Background: an optimization exercise with open tools, aiming at a short achievable clock period and few clock cycles. Do not read the settings as production practice.
In this exercise RTL edits were held to simulation tests only and were not proved equivalent to the original.
Power figures rest on the tool's default switching activity, not on a simulated workload.

==> flow/design.v <==
`default_nettype none
package rv_pkg;
    localparam int xlen = 64;
    typedef logic [xlen-1:0] xlen_t;
    typedef logic [4:0]      reg_addr_t;
    localparam logic [6:0] op_reg    = 7'b0110011;
    localparam logic [6:0] op_imm    = 7'b0010011;
    localparam logic [6:0] op_lui    = 7'b0110111;
    localparam logic [6:0] op_load   = 7'b0000011;
    localparam logic [6:0] op_store  = 7'b0100011;
    localparam logic [6:0] op_branch = 7'b1100011;
    localparam logic [6:0] op_jal    = 7'b1101111;
    typedef enum logic [3:0] {
        alu_add,
        alu_sub,
        alu_and,
        alu_or,
        alu_xor,
        alu_sll,
        alu_srl,
        alu_sra,
        alu_slt,
        alu_sltu
    } alu_op_t;
    typedef enum logic [1:0] {
        wb_alu = 2'b00,   
        wb_imm = 2'b01,   
        wb_pc4 = 2'b10,   
        wb_mem = 2'b11    
    } wb_sel_t;
    localparam logic [2:0] br_eq  = 3'b000;
    localparam logic [2:0] br_ne  = 3'b001;
    localparam logic [2:0] br_lt  = 3'b100;
    localparam logic [2:0] br_ge  = 3'b101;
    localparam logic [2:0] br_ltu = 3'b110;
    localparam logic [2:0] br_geu = 3'b111;
    typedef struct packed {
        logic [6:0] funct7;
        reg_addr_t  rs2;
        reg_addr_t  rs1;
        logic [2:0] funct3;
        reg_addr_t  rd;
        logic [6:0] opcode;
    } inst_r_t;
    typedef struct packed {
        logic [6:0] imm_hi;
        reg_addr_t  rs2;
        reg_addr_t  rs1;
        logic [2:0] funct3;
        logic [4:0] imm_lo;
        logic [6:0] opcode;
    } inst_sb_t;
    typedef union packed {
        inst_r_t  r;
        inst_sb_t sb;   
    } inst_u;
    localparam logic [31:0] bubble_inst = 32'h0000_0013;   
endpackage
`default_nettype wire
`default_nettype none
module fetch_unit (
    input  logic  clk,
    input  logic  arst_n,
    input  logic  stall,
    input  logic  redirect,
    input  rv_pkg::xlen_t redirect_pc,
    output rv_pkg::xlen_t pc
);
    rv_pkg::xlen_t pc_next;
    always_comb begin
        if (redirect) begin
            pc_next = redirect_pc;
        end else if (stall) begin
            pc_next = pc;
        end else begin
            pc_next = pc + rv_pkg::xlen_t'(4);   
        end
    end
    always_ff @(posedge clk or negedge arst_n) begin
        if (!arst_n) begin
            pc <= '0;
        end else begin
            pc <= pc_next;
        end
    end
endmodule
`default_nettype wire
`default_nettype none
module decoder (
    input  rv_pkg::inst_u   inst,
    output rv_pkg::alu_op_t alu_op,
    output logic    use_imm,
    output logic    reg_write,
    output logic    mem_read,
    output logic    mem_write,
    output logic    branch,
    output logic    jump,
    output rv_pkg::wb_sel_t wb_sel,
    output rv_pkg::xlen_t   imm
);
    logic [6:0] opcode;
    rv_pkg::alu_op_t    funct_op;   
    rv_pkg::xlen_t      imm_i;
    rv_pkg::xlen_t      imm_s;
    rv_pkg::xlen_t      imm_b;
    rv_pkg::xlen_t      imm_u;
    rv_pkg::xlen_t      imm_j;
    assign opcode = inst.r.opcode;
    assign imm_i = {{52{inst.r.funct7[6]}}, inst.r.funct7, inst.r.rs2};
    assign imm_s = {{52{inst.sb.imm_hi[6]}}, inst.sb.imm_hi, inst.sb.imm_lo};
    assign imm_b = {{51{inst.sb.imm_hi[6]}}, inst.sb.imm_hi[6], inst.sb.imm_lo[0],
                    inst.sb.imm_hi[5:0], inst.sb.imm_lo[4:1], 1'b0};
    assign imm_u = {{32{inst.r.funct7[6]}}, inst.r.funct7, inst.r.rs2, inst.r.rs1,
                    inst.r.funct3, 12'b0};
    assign imm_j = {{43{inst.r.funct7[6]}}, inst.r.funct7[6], inst.r.rs1, inst.r.funct3,
                    inst.r.rs2[0], inst.r.funct7[5:0], inst.r.rs2[4:1], 1'b0};
    always_comb begin
        case (inst.r.funct3)
            3'b000:  funct_op = (opcode == rv_pkg::op_reg && inst.r.funct7[5]) ? rv_pkg::alu_sub : rv_pkg::alu_add;
            3'b001:  funct_op = rv_pkg::alu_sll;
            3'b010:  funct_op = rv_pkg::alu_slt;
            3'b011:  funct_op = rv_pkg::alu_sltu;
            3'b100:  funct_op = rv_pkg::alu_xor;
            3'b101:  funct_op = inst.r.funct7[5] ? rv_pkg::alu_sra : rv_pkg::alu_srl;   
            3'b110:  funct_op = rv_pkg::alu_or;
            default: funct_op = rv_pkg::alu_and;
        endcase
    end
    always_comb begin
        alu_op    = rv_pkg::alu_add;
        use_imm   = 1'b0;
        reg_write = 1'b0;
        mem_read  = 1'b0;
        mem_write = 1'b0;
        branch    = 1'b0;
        jump      = 1'b0;
        wb_sel    = rv_pkg::wb_alu;
        imm       = '0;
        case (opcode)
            rv_pkg::op_reg: begin
                alu_op    = funct_op;
                reg_write = 1'b1;
            end
            rv_pkg::op_imm: begin
                alu_op    = funct_op;
                use_imm   = 1'b1;
                reg_write = 1'b1;
                imm       = imm_i;
            end
            rv_pkg::op_lui: begin
                reg_write = 1'b1;
                wb_sel    = rv_pkg::wb_imm;
                imm       = imm_u;
            end
            rv_pkg::op_load: begin
                use_imm   = 1'b1;   
                reg_write = 1'b1;
                mem_read  = 1'b1;
                wb_sel    = rv_pkg::wb_mem;
                imm       = imm_i;
            end
            rv_pkg::op_store: begin
                use_imm   = 1'b1;
                mem_write = 1'b1;
                imm       = imm_s;
            end
            rv_pkg::op_branch: begin
                branch = 1'b1;
                imm    = imm_b;
            end
            rv_pkg::op_jal: begin
                jump      = 1'b1;
                reg_write = 1'b1;
                wb_sel    = rv_pkg::wb_pc4;
                imm       = imm_j;
            end
            default: ;   
        endcase
    end
endmodule
`default_nettype wire
`default_nettype none
module reg_file (
    input  logic      clk,
    input  logic      arst_n,
    input  rv_pkg::reg_addr_t rs1_addr,
    input  rv_pkg::reg_addr_t rs2_addr,
    output rv_pkg::xlen_t     rs1_data,
    output rv_pkg::xlen_t     rs2_data,
    input  logic      we,
    input  rv_pkg::reg_addr_t rd_addr,
    input  rv_pkg::xlen_t     rd_data
);
    rv_pkg::xlen_t regs [1:31];   
    always_ff @(posedge clk or negedge arst_n) begin
        if (!arst_n) begin
            for (int i = 1; i < 32; i++) begin
                regs[i] <= '0;
            end
        end else if (we && rd_addr != '0) begin
            regs[rd_addr] <= rd_data;
        end
    end
    function automatic rv_pkg::xlen_t read_port(input rv_pkg::reg_addr_t addr);
        if (addr == '0) begin
            read_port = '0;
        end else if (we && addr == rd_addr) begin
            read_port = rd_data;   
        end else begin
            read_port = regs[addr];
        end
    endfunction
    always_comb begin
        rs1_data = read_port(rs1_addr);
        rs2_data = read_port(rs2_addr);
    end
endmodule
`default_nettype wire
`default_nettype none
module hazard_unit (
    input  rv_pkg::reg_addr_t  ex_rs1,
    input  rv_pkg::reg_addr_t  ex_rs2,
    input  rv_pkg::reg_addr_t  mem_rd,
    input  rv_pkg::reg_addr_t  wb_rd,
    input  logic       mem_reg_write,
    input  logic       wb_reg_write,
    input  logic       ex_mem_read,
    input  rv_pkg::reg_addr_t  ex_rd,
    input  rv_pkg::reg_addr_t  id_rs1,
    input  rv_pkg::reg_addr_t  id_rs2,
    output logic [1:0] fwd_a,
    output logic [1:0] fwd_b,
    output logic       stall
);
    function automatic logic [1:0] fwd_sel(input rv_pkg::reg_addr_t rs);
        if (rs == '0) begin
            fwd_sel = 2'b00;
        end else if (mem_reg_write && mem_rd == rs) begin
            fwd_sel = 2'b10;   
        end else if (wb_reg_write && wb_rd == rs) begin
            fwd_sel = 2'b01;
        end else begin
            fwd_sel = 2'b00;
        end
    endfunction
    always_comb begin
        fwd_a = fwd_sel(ex_rs1);
        fwd_b = fwd_sel(ex_rs2);
    end
    assign stall = ex_mem_read && ex_rd != '0 && (ex_rd == id_rs1 || ex_rd == id_rs2);
endmodule
`default_nettype wire
`default_nettype none
module execute_unit (
    input  rv_pkg::xlen_t      pc,
    input  rv_pkg::xlen_t      rs1_data,
    input  rv_pkg::xlen_t      rs2_data,
    input  rv_pkg::xlen_t      imm,
    input  rv_pkg::alu_op_t    alu_op,
    input  logic       use_imm,
    input  logic       branch,
    input  logic       jump,
    input  logic [2:0] funct3,
    input  logic [1:0] fwd_a,
    input  logic [1:0] fwd_b,
    input  rv_pkg::xlen_t      mem_result,
    input  rv_pkg::xlen_t      wb_result,
    output rv_pkg::xlen_t      result,
    output rv_pkg::xlen_t      store_data,
    output logic       redirect,
    output rv_pkg::xlen_t      redirect_pc
);
    rv_pkg::xlen_t op_a;
    rv_pkg::xlen_t rs2_fwd;
    rv_pkg::xlen_t op_b;
    logic  take;
    function automatic rv_pkg::xlen_t fwd_mux(input logic [1:0] sel, input rv_pkg::xlen_t reg_val,
                                      input rv_pkg::xlen_t mem_val, input rv_pkg::xlen_t wb_val);
        case (sel)
            2'b10:   fwd_mux = mem_val;
            2'b01:   fwd_mux = wb_val;
            default: fwd_mux = reg_val;
        endcase
    endfunction
    always_comb begin
        op_a    = fwd_mux(fwd_a, rs1_data, mem_result, wb_result);
        rs2_fwd = fwd_mux(fwd_b, rs2_data, mem_result, wb_result);
    end
    assign op_b       = use_imm ? imm : rs2_fwd;
    assign store_data = rs2_fwd;   
    always_comb begin
        case (alu_op)
            rv_pkg::alu_add:  result = op_a + op_b;
            rv_pkg::alu_sub:  result = op_a - op_b;
            rv_pkg::alu_and:  result = op_a & op_b;
            rv_pkg::alu_or:   result = op_a | op_b;
            rv_pkg::alu_xor:  result = op_a ^ op_b;
            rv_pkg::alu_sll:  result = op_a << op_b[5:0];
            rv_pkg::alu_srl:  result = op_a >> op_b[5:0];
            rv_pkg::alu_sra:  result = $signed(op_a) >>> op_b[5:0];
            rv_pkg::alu_slt:  result = {63'b0, $signed(op_a) < $signed(op_b)};
            rv_pkg::alu_sltu: result = {63'b0, op_a < op_b};
            default:  result = op_a + op_b;
        endcase
    end
    always_comb begin
        case (funct3)
            rv_pkg::br_eq:   take = (op_a == rs2_fwd);
            rv_pkg::br_ne:   take = (op_a != rs2_fwd);
            rv_pkg::br_lt:   take = ($signed(op_a) < $signed(rs2_fwd));
            rv_pkg::br_ge:   take = ($signed(op_a) >= $signed(rs2_fwd));
            rv_pkg::br_ltu:  take = (op_a < rs2_fwd);
            rv_pkg::br_geu:  take = (op_a >= rs2_fwd);
            default: take = 1'b0;
        endcase
    end
    assign redirect    = jump || (branch && take);
    assign redirect_pc = pc + imm;   
endmodule
`default_nettype wire
`default_nettype none
module scpu_top (
    input  logic  clk,
    input  logic  arst_n,
    input  logic [31:0] inst,
    input  logic [63:0] data_in,     
    output logic [63:0] pc_out,      
    output logic [63:0] addr_out,
    output logic [63:0] data_out,
    output logic  mem_write
);
    logic       stall;
    logic       redirect;
    rv_pkg::xlen_t      redirect_pc;
    logic [1:0] fwd_a;
    logic [1:0] fwd_b;
    rv_pkg::inst_u      id_inst;
    rv_pkg::xlen_t      id_pc;
    rv_pkg::alu_op_t    id_alu_op;
    logic       id_use_imm, id_reg_write, id_mem_read, id_mem_write;
    logic       id_branch, id_jump;
    rv_pkg::wb_sel_t    id_wb_sel;
    rv_pkg::xlen_t      id_imm, id_rs1_data, id_rs2_data;
    rv_pkg::xlen_t      ex_pc, ex_rs1_data, ex_rs2_data, ex_imm;
    rv_pkg::alu_op_t    ex_alu_op;
    logic       ex_use_imm;
    rv_pkg::wb_sel_t    ex_wb_sel;
    logic [2:0] ex_funct3;
    rv_pkg::reg_addr_t  ex_rs1, ex_rs2, ex_rd;
    logic       ex_reg_write, ex_mem_read, ex_mem_write, ex_branch, ex_jump;
    rv_pkg::xlen_t      ex_alu_result, ex_store_data, ex_result;
    rv_pkg::xlen_t      mem_result, mem_store_data;
    rv_pkg::wb_sel_t    mem_wb_sel;
    rv_pkg::reg_addr_t  mem_rd;
    logic       mem_reg_write, mem_we;
    rv_pkg::xlen_t      wb_result, wb_load_data, wb_value;
    rv_pkg::wb_sel_t    wb_wb_sel;
    rv_pkg::reg_addr_t  wb_rd;
    logic       wb_reg_write;
    fetch_unit fetch_unit_inst (
        .clk(clk), .arst_n(arst_n), .stall(stall), .redirect(redirect),
        .redirect_pc(redirect_pc), .pc(pc_out)
    );
    always_ff @(posedge clk or negedge arst_n) begin
        if (!arst_n) begin
            id_inst <= rv_pkg::bubble_inst;
        end else if (redirect) begin
            id_inst <= rv_pkg::bubble_inst;   
        end else if (!stall) begin
            id_inst <= inst;
        end
    end
    always_ff @(posedge clk) begin
        if (!stall) begin
            id_pc <= pc_out;
        end
    end
    decoder decoder_inst (
        .inst(id_inst), .alu_op(id_alu_op), .use_imm(id_use_imm), .reg_write(id_reg_write),
        .mem_read(id_mem_read), .mem_write(id_mem_write), .branch(id_branch),
        .jump(id_jump), .wb_sel(id_wb_sel), .imm(id_imm)
    );
    reg_file reg_file_inst (
        .clk(clk), .arst_n(arst_n), .rs1_addr(id_inst.r.rs1), .rs2_addr(id_inst.r.rs2),
        .rs1_data(id_rs1_data), .rs2_data(id_rs2_data), .we(wb_reg_write),
        .rd_addr(wb_rd), .rd_data(wb_value)
    );
    hazard_unit hazard_unit_inst (
        .ex_rs1(ex_rs1), .ex_rs2(ex_rs2), .mem_rd(mem_rd), .wb_rd(wb_rd),
        .mem_reg_write(mem_reg_write), .wb_reg_write(wb_reg_write),
        .ex_mem_read(ex_mem_read), .ex_rd(ex_rd), .id_rs1(id_inst.r.rs1),
        .id_rs2(id_inst.r.rs2), .fwd_a(fwd_a), .fwd_b(fwd_b), .stall(stall)
    );
    always_ff @(posedge clk or negedge arst_n) begin
        if (!arst_n) begin
            ex_reg_write <= 1'b0;
            ex_mem_read  <= 1'b0;
            ex_mem_write <= 1'b0;
            ex_branch    <= 1'b0;
            ex_jump      <= 1'b0;
            ex_rd        <= '0;
        end else begin
            ex_reg_write <= id_reg_write && id_inst.r.rd != '0 && !redirect && !stall;
            ex_mem_read  <= id_mem_read && !redirect && !stall;
            ex_mem_write <= id_mem_write && !redirect && !stall;
            ex_branch    <= id_branch && !redirect && !stall;
            ex_jump      <= id_jump && !redirect && !stall;
            ex_rd        <= id_inst.r.rd;
        end
    end
    always_ff @(posedge clk) begin
        ex_pc       <= id_pc;
        ex_rs1_data <= id_rs1_data;
        ex_rs2_data <= id_rs2_data;
        ex_imm      <= id_imm;
        ex_alu_op   <= id_alu_op;
        ex_use_imm  <= id_use_imm;
        ex_wb_sel   <= id_wb_sel;
        ex_funct3   <= id_inst.r.funct3;
        ex_rs1      <= id_inst.r.rs1;
        ex_rs2      <= id_inst.r.rs2;
    end
    execute_unit execute_unit_inst (
        .pc(ex_pc), .rs1_data(ex_rs1_data), .rs2_data(ex_rs2_data), .imm(ex_imm),
        .alu_op(ex_alu_op), .use_imm(ex_use_imm), .branch(ex_branch), .jump(ex_jump),
        .funct3(ex_funct3), .fwd_a(fwd_a), .fwd_b(fwd_b), .mem_result(mem_result),
        .wb_result(wb_value), .result(ex_alu_result), .store_data(ex_store_data),
        .redirect(redirect), .redirect_pc(redirect_pc)
    );
    always_comb begin
        case (ex_wb_sel)
            rv_pkg::wb_imm:  ex_result = ex_imm;
            rv_pkg::wb_pc4:  ex_result = ex_pc + rv_pkg::xlen_t'(4);
            default: ex_result = ex_alu_result;
        endcase
    end
    always_ff @(posedge clk or negedge arst_n) begin
        if (!arst_n) begin
            mem_reg_write <= 1'b0;
            mem_we        <= 1'b0;
            mem_rd        <= '0;
        end else begin
            mem_reg_write <= ex_reg_write;
            mem_we        <= ex_mem_write;
            mem_rd        <= ex_rd;
        end
    end
    always_ff @(posedge clk) begin
        mem_result     <= ex_result;
        mem_store_data <= ex_store_data;
        mem_wb_sel     <= ex_wb_sel;
    end
    assign addr_out  = mem_result;
    assign data_out  = mem_store_data;
    assign mem_write = mem_we;
    always_ff @(posedge clk or negedge arst_n) begin
        if (!arst_n) begin
            wb_reg_write <= 1'b0;
            wb_rd        <= '0;
        end else begin
            wb_reg_write <= mem_reg_write;
            wb_rd        <= mem_rd;
        end
    end
    always_ff @(posedge clk) begin
        wb_result    <= mem_result;
        wb_load_data <= data_in;
        wb_wb_sel    <= mem_wb_sel;
    end
    assign wb_value = (wb_wb_sel == rv_pkg::wb_mem) ? wb_load_data : wb_result;
endmodule
`default_nettype wire
==> flow/run.sh <==
#!/bin/bash
# synth_recipe.tcl (not shown) runs the flow's synth.tcl, then flattens the netlist and writes it again
# the make line also repeats each setting of config.mk as NAME=value (left out here)
make -C /OpenROAD-flow-scripts/flow DESIGN_CONFIG=/design/flow/config.mk WORK_HOME=/design/flow/orfs CLKGATE_MAP_FILE= SYNTH_SCRIPT=/design/flow/synth_recipe.tcl finish
==> flow/config.mk <==
export PLATFORM = sky130hd
export DESIGN_NAME = scpu_top
export DESIGN_NICKNAME = scpu_top
export VERILOG_FILES = /design/flow/design.v
export SDC_FILE = /design/flow/constraint.sdc
export NUM_CORES = 4
export LEC_CHECK = 0
export CAP_MARGIN = 20
export CORE_MARGIN = 2
export CORE_UTILIZATION = 35
export PLACE_DENSITY = 0.45
export SLEW_MARGIN = 20
==> flow/constraint.sdc <==
create_clock -name core_clock -period 9.0 [get_ports {clk}]
set_input_delay 1.8000 -clock core_clock [delete_from_list [all_inputs] [get_ports {clk}]]
set_output_delay 1.8000 -clock core_clock [all_outputs]
set_load 0.01 [all_outputs]
==> impl_table.tex <==
\begin{tabular}{lr}
\hline
Metric & Value \\
\hline
\multicolumn{2}{l}{\textbf{Floorplanning}} \\
\quad Core area & roughly 400000 sq um \\
\quad Starting density of the core & 0.351 \\
\quad Chip Height & around 640 um \\
\quad Total I/O pin count & 291 \\
\quad Area of the die & 408000 sq um \\
\quad Site row count & approximately 230 \\
\quad Die Width & approximately 640 um \\
\multicolumn{2}{l}{\textbf{Timing}} \\
\quad Slew of the pin with the lowest slew margin & about 1400 ps \\
\quad Setup Viol. Count Final & 0 \\
\quad Final worst path period share & 0.900 \\
\quad Number of endpoints with negative hold slack in the final report & 0 \\
\quad Final number of max-transition violations & 0 \\
\quad Final setup skew & approximately 77 ps \\
\quad Max-Slew Margin vs Limit & 0.0682 \\
\quad Setup repair after global routing missed its margin & false \\
\quad Highest clock frequency the design can meet & about 120 MHz \\
\quad Final worst path period need & slightly above 8000 ps \\
\quad Total Negative Setup Slacks & 0 ps \\
\multicolumn{2}{l}{\textbf{Global route}} \\
\quad Overall global routing resource usage & 0.428 \\
\quad Congestion Overflow GR & 0 \\
\quad Number of global-route vias before repair & approximately 130k \\
\quad Maximum number of pins on one net before global-route repair & $\sim$150 \\
\quad First-pass GRT wire length & around 1200 mm \\
\quad Antenna violations before repair & 97 \\
\multicolumn{2}{l}{\textbf{Pwr}} \\
\quad VDD IR-drop max & approximately 140 uV \\
\quad Standby leakage power & around 69 nW \\
\quad Pwr per Cell Area & 201 nW/um\^{}2 \\
\multicolumn{2}{l}{\textbf{Synthesis}} \\
\quad Post-synthesis adder-cell area fraction & 0.0296 \\
\quad Multiplexer share of the synthesized area & 0.0438 \\
\quad Netlist area before placement & about 140000 sq um \\
\quad Area share of the largest cell type after synthesis & 0.372 \\
\quad Xor/xnor cell area share of the yosys netlist & 0.0157 \\
\quad Simple-gate area share of the yosys netlist & 0.133 \\
\quad Post-Synthesis Cells & 15800 \\
\quad Number of warning messages in the yosys log & 7 \\
\quad Cell type contributing the most total cell area after synthesis & dfrtp\_1 \\
\quad Portion of the post-synthesis area used by sequential elements & 0.458 \\
\quad Largest family of logic cells by synthesized area & compound AO/OA/AOI/OAI gates \\
\quad Ys flop type & dfrtp\_1 \\
\quad Synth async-reset ratio & 0.787 \\
\quad Number of synthesized flops with an enable pin & 64 \\
\quad Area fraction in compound gates after synthesis & 0.272 \\
\quad Cell types occupying the most area after synthesis & dfrtp\_1 (37\%), dfxtp\_1 (7.2\%), a21oi\_1 (5.8\%) \\
\quad Post-Synthesis Mean Instance Area & around 8.9 sq um \\
\quad Yosys cell types & a little under 100 \\
\quad Synth Net Count & 16200 \\
\quad Number of register bits inferred by synthesis & between 2000 and 3000 \\
\multicolumn{2}{l}{\textbf{Clock tree}} \\
\quad Post-CTS Setup Repair Bufs & 0 \\
\quad Clk sink count & about 2700 \\
\quad Clock tree from TritonCTS & done \\
\quad Cts bufs inserted & about 320 \\
\quad H-tree levels & 5 \\
\quad Number of resized instances in the post-cts repair step & 0 \\
\quad Cts-stage hold buffer count & 0 \\
\quad Clock root cell & clkbuf\_16 \\
\quad Clock Pin Slew Worst Setup and Hold Paths & approximately 60 ps \\
\quad Clock insertion delay at the later pin of the skew report & 1000 ps \\
\quad Number of buffers between clock root and the deepest sink & 4 \\
\multicolumn{2}{l}{\textbf{Routing}} \\
\quad Routed wire length per instance & 42.8 um \\
\quad Drt drc & 0 \\
\quad Routed vias/inst & around 6.8 \\
\quad Number of DRC violations after detailed-routing iteration 0 & 23000 \\
\quad Total routed wirelength & 903 mm \\
\quad Number of iterations in the first detailed-routing pass & 9 \\
\quad ANT nets after route & 0 \\
\quad Routed vias & between 100k and 150k \\
\multicolumn{2}{l}{\textbf{Cells and area}} \\
\quad Final core utilization & 0.405 \\
\quad Commonest cells after routing, fill and taps aside & dfrtp\_1 (2098), a21oi\_1 (1638), nor2\_1 (1533), o21ai\_0 (1477), nand2\_1 (1461) \\
\quad Final cell area excluding filler cells & 163000 sq um \\
\quad Filler cell count & 40500 \\
\quad Most common cell after layout, fill and taps aside & dfrtp\_1 \\
\quad Fraction of final layout cells sized beyond drive strength 1 & 0.0889 \\
\quad Area growth from synthesis to final layout & 15.4\% \\
\quad Number of nets in the final layout & about 16000 \\
\multicolumn{2}{l}{\textbf{Placement}} \\
\quad Gp weighted congestion & 1.04 \\
\quad IO buf count & 290 \\
\quad Hpwl dp & around 570 mm \\
\quad Total placed instance area & about 150000 sq um \\
\multicolumn{2}{l}{\textbf{Critical path}} \\
\quad Crit path launch type & flip-flop \\
\quad Type of element capturing the critical path & flip-flop \\
\quad Critical path arrival & approximately 8900 ps \\
\quad Required time at the endpoint of the critical path & a little under 10000 ps \\
\quad Biggest fanout along the worst timing path & 35 \\
\quad Critical path class & reg2reg \\
\multicolumn{2}{l}{\textbf{Outcome}} \\
\quad Status & finished clean \\
\multicolumn{2}{l}{\textbf{Flow run}} \\
\quad Max Cap Violations & 0 \\
\multicolumn{2}{l}{\textbf{Hold path}} \\
\quad Hold Path Class & reg2reg \\
\hline
\end{tabular}
## flip-flops by register name, indices dropped and copies added, names as in the netlist, 32 cells and up
| signal | cells |
|---|---|
| reg_file_inst.regs | 1984 |
| ex_pc | 64 |
| ex_rs1_data | 64 |
| ex_rs2_data | 64 |
| fetch_unit_inst.pc | 64 |
| id_pc | 64 |
| mem_result | 64 |
| mem_store_data | 64 |
| wb_load_data | 64 |
| wb_result | 64 |
| ex_imm | 32 |
| id_inst | 32 |
## layout make-up
class | count | area (sq um) | share of cell area
flip-flops and latches | 2671 | 64700 | 0.397
inverters | 296 | 1110 | 0.00685
well taps | 5287 | 6620 | 0.0406
clock buffers | 471 | 9440 | 0.0579
clock inverters | 109 | 1420 | 0.00872
diodes | 48 | 120 | 0.000738
multi-input cells | 11400 | 71400 | 0.438
repair buffers | 827 | 8090 | 0.0497
## power by group
part           total (mW)  switching (mW)  internal (mW)
clock                13.8            5.73           8.06
sequential           13.8            1.01           12.7
combinational        5.23            3.72           1.51
## kinds of logic after synthesis
group,count (synthesis)
buffers and inverters,1739
AO/OA/AOI/OAI,5940
multiplexers,601
AND/OR/NAND/NOR,4265
adder cells (fa/ha/maj),332
XOR/XNOR,253
flip-flops,2671
## synthesized netlist by cell type, types with 63 or more instances
master and n:
dfrtp_1 2100, o211ai_1 75, a21o_1 93, xnor2_1 149, edfxtp_1 64, clkbuf_1 1249
a21oi_1 1642, nor3_1 158, nor2_1 1616, a222oi_1 129, buf_1 115, xor2_1 104
nand3_1 258, dfxtp_1 504, a22oi_1 1059, mux2i_1 514, inv_1 286, a211oi_1 66
nand2_1 1470, a22o_1 363, a221oi_1 546, nand4_1 336, or4_1 75, o21ai_0 1479
ha_1 329, mux2_2 63
## through the flow
stage                     cells  power (mW)  hold slack [ps]  setup slack [ps]
after global placement    20500        18.9              324               917
final                     21100        32.8              329               904
after floorplan           15800        16.0              310              2670
after global routing      21100        33.6              338               690
after CTS                 21000        32.6              329              1260
after detailed placement  20500        18.9              327              1240
## worst max-delay path, cell delays in order (launching register included)
cell and delay [ps]:
dfxtp_1 500, nand2_8 510, buf_4 770, mux2i_4 330, buf_4 400, o21ai_0 140
mux2i_1 900, o21ai_0 320, ha_1 380, buf_4 250, nand2_1 140, a21oi_1 710
nor2_1 340, o21ai_0 250, buf_4 220, a21oi_1 90, o211ai_1 420, o21a_1 190
nor2_1 80, o41ai_1 510, mux2i_1 200, o31a_1 300
## routing by layer
metal / track usage / share of wire / routed length (um) / vias to the layer above
met4: 0.284 / 0.081 / 73400 / 58
met3: 0.115 / 0.11 / 98500 / 2785
met5: 0.000709 / 0.00050 / 454 / -
met1: 0.551 / 0.39 / 351000 / 71700
li1: - / - / - / 57800
met2: 0.628 / 0.42 / 379000 / 10200
## worst paths after layout
kind	from	endpoint	slack [ps]	depth (start not counted)
setup / recovery	wb_wb_sel[0]$_DFF_P_	mem_result[56]$_DFF_P_	900	21
hold / removal	id_pc[49]$_DFFE_PN_	ex_pc[49]$_DFF_P_	330	0
setup reg to reg	wb_wb_sel[0]$_DFF_P_	mem_result[56]$_DFF_P_	900	21
hold reg to reg	id_pc[49]$_DFFE_PN_	ex_pc[49]$_DFF_P_	330	0
max in group asynchronous	arst_n	reg_file_inst.regs[5][57]$_DFFE_PN0P_	6130	3
min in group asynchronous	arst_n	reg_file_inst.regs[2][27]$_DFFE_PN0P_	760	1
Testbench counts, summed over its fixed seeds: cycles 31,402.

separate check: timing with driven ports:
In the flow no input, the clock included, has a driving cell. The finished layout below was timed again as built, in two steps.
Step 1 sets driving cells, clkbuf_16 on the clock port and buf_2 on the other inputs (assumed; they add their load-dependent delay and slew).
Step 2 moves the port delays by t, midway between the first and last clock arrival at a register: inputs arrive t later, outputs are due t later. That takes back most of the time a late clock gives input paths.
Three values: ideal, step 1, step 2; two values: the first two.
shift t [ns]: 1.088
setup WS [ns]: 0.904 / 0.904 / 0.904
slew at the worst register clock pin (ns): 0.07 / 0.07
worst data-port slew with drivers (ns): 0.24
After both steps setup and hold are still met in this run. For this run, drivers alone change the setup slack by 0.000 ns; drivers and shift together by 0.000 ns.
